Source: an optimization exercise on an open RTL-to-GDS flow (aim: small area). Production flows keep margins and buffers that such runs may drop.
In this exercise RTL edits were held to simulation tests only and were not proved equivalent to the original.
No activity file was given, so power comes from the tool's default toggle rates.

Setup of oak:
==> flow/design.v (excerpt) <==
module ll_sc_reader_writer_lock_engine (
  input  logic         clk_i,
  input  logic         rst_ni,
  input  logic         in_valid_i,
  output logic         in_ready_o,
  input  logic [132:0] in_data_i,
  output logic         out_valid_o,
  input  logic         out_ready_i,
  output logic [182:0] out_data_o,
  input  logic         cfg_valid_i,
  output logic         cfg_ready_o,
  input  logic [1:0]   cfg_index_i,
  input  logic [63:0]  cfg_data_i
);
Size: roughly 3,800 cells after synthesis, roughly 1,400 flip-flops, roughly 390 I/O pins, ~58,000 um^2 of cells after synthesis.
Settings: LEC_CHECK=0, CAP_MARGIN=20, CORE_MARGIN=2, CORE_UTILIZATION=55, SETUP_SLACK_MARGIN=0.2, SLEW_MARGIN=20; clock period 6.5 ns.
standard.sh (not shown) runs the stock make flow with config.mk's settings and CLKGATE_MAP_FILE= SYNTH_SCRIPT=/design/flow/synth_recipe.tcl, a recipe that flattens the netlist after the stock synthesis.
==> flow/flow/run.sh <==
#!/bin/bash
# The standard layout (standard.sh) with two changes: every input and output port gets the
# smallest buffer (buf_1) in place of the delay cell buffer_ports picks by default, and clock
# tree synthesis clusters up to 24 flip-flops within 60 um per leaf buffer and adds no dummy
# loads. The make output goes to standard_flow.log; each tool's log is under orfs/logs/.
set -euo pipefail
export BUFFER_PORTS_ARGS="-buffer_cell sky130_fd_sc_hd__buf_1"
export CTS_ARGS="-sink_clustering_enable -repair_clock_nets -dont_use_dummy_load -sink_clustering_size 24 -sink_clustering_max_diameter 60"
bash standard.sh > standard_flow.log 2>&1
oak completed every stage of the flow, and the final layout passed the timing, DRC and antenna checks.
Here is what was changed in the inputs of pine compared with oak.
==> flow/flow/run.sh <==
#!/bin/bash
# The standard layout (standard.sh) with two changes: every input and output port gets the
# smallest buffer (buf_1) in place of the delay cell buffer_ports picks by default, and clock
# tree synthesis builds the tree from clkbuf_8 cells, clusters up to 16 flip-flops within
# 45 um per leaf buffer and adds no dummy loads. The make output goes to standard_flow.log;
# each tool's log is under orfs/logs/.
set -euo pipefail
export BUFFER_PORTS_ARGS="-buffer_cell sky130_fd_sc_hd__buf_1"
export CTS_ARGS="-sink_clustering_enable -repair_clock_nets -dont_use_dummy_load -sink_clustering_size 16 -sink_clustering_max_diameter 45 -buf_list sky130_fd_sc_hd__clkbuf_8"
bash standard.sh > standard_flow.log 2>&1
Findings:
Delta (pine minus oak): all-layer global routing usage went up, hold violation total from the final report did not really move, post-layout instance area went down, sequential share of layout area went up, clock network fraction of total power went down. The routed wire length on pine is in line with that on oak. Compared with oak, internal power component in pine decreased by a few percent. oak -> pine: wire length of the first global-routing pass flat.
Edits applied to the flow inputs when going from pine to birch:
# pine
export LEC_CHECK = 0
export CAP_MARGIN = 20
export CORE_MARGIN = 2
export CORE_UTILIZATION = 55
export SETUP_SLACK_MARGIN = 0.2
export SLEW_MARGIN = 20
create_clock -name core_clock -period 6.5 [get_ports {clk_i}]
# birch
export LEC_CHECK = 0
export CAP_MARGIN = 20
export CORE_MARGIN = 2
export CORE_UTILIZATION = 70
export SETUP_SLACK_MARGIN = 0.3
export SLEW_MARGIN = 20
create_clock -name core_clock -period 6.5 [get_ports {clk_i}]
Findings:
The TritonCTS buffer count of birch is lower than that of pine. birch against pine: setup slack went up by 0.22 ns; count of cells resized by post-cts repair up 3; number of nets in the final layout now sits lower.
### birch -> maple
# birch
export LEC_CHECK = 0
export CAP_MARGIN = 20
export CORE_MARGIN = 2
export CORE_UTILIZATION = 70
export SETUP_SLACK_MARGIN = 0.3
export SLEW_MARGIN = 20
create_clock -name core_clock -period 6.5 [get_ports {clk_i}]
# maple
export LEC_CHECK = 0
export CAP_MARGIN = 20
export CORE_MARGIN = 2
export CORE_UTILIZATION = 70
export SETUP_SLACK_MARGIN = 0.2
export SLEW_MARGIN = 20
create_clock -name core_clock -period 6.5 [get_ports {clk_i}]
==> flow/flow/run.sh <==
#!/bin/bash
# The standard layout (standard.sh) with two changes: every input and output port gets the
# smallest buffer (buf_1) in place of the delay cell buffer_ports picks by default, and clock
# tree synthesis clusters up to 24 flip-flops within 60 um per leaf buffer and adds no dummy
# loads. The make output goes to standard_flow.log; each tool's log is under orfs/logs/.
set -euo pipefail
export BUFFER_PORTS_ARGS="-buffer_cell sky130_fd_sc_hd__buf_1"
export CTS_ARGS="-sink_clustering_enable -repair_clock_nets -dont_use_dummy_load -sink_clustering_size 24 -sink_clustering_max_diameter 60"
bash standard.sh > standard_flow.log 2>&1
[summary]
In the tables for maple and birch, layout overhead on the synthesized area reads lower with birch.
Between maple and birch, the difference in area of the multi-input gates is negligible.
Number of antenna diodes: birch vs maple identical
Going from birch to maple, total power grows by about 2%.
maple — final hold slack 0.091 ns higher, birch as reference
Number of signal-net buffers in the layout for maple is lower than for birch.
Compared with birch, combinational cell power in maple decreased by a few percent.

==> port drivers added, routing unchanged <==
How much do the figures lean on ideal ports? The routed layouts below were timed once more, with nothing changed but the port constraints. Step 1 assumes that a clkbuf_16 drives the clock port and a buf_2 every other input. Step 2 moves the port delays by t, midway between the first and last clock arrival at a register: inputs arrive t later, outputs are due t later. That takes back most of the time a late clock gives input paths. Slacks: ideal ports / drivers / drivers and shift; pairs: ideal ports / drivers.
run | t (ns) | setup WS [ns] | worst setup path after step 2
oak | 0.777 | 0.246 / 0.166 / 0.944 | register to output
pine | 0.911 | 0.085 / 0.006 / 0.918 | register to output
birch | 0.879 | 0.304 / 0.236 / 0.866 | register to register
maple | 0.723 | 0.236 / 0.165 / 0.888 | register to output
After both steps every run listed still meets setup and hold.
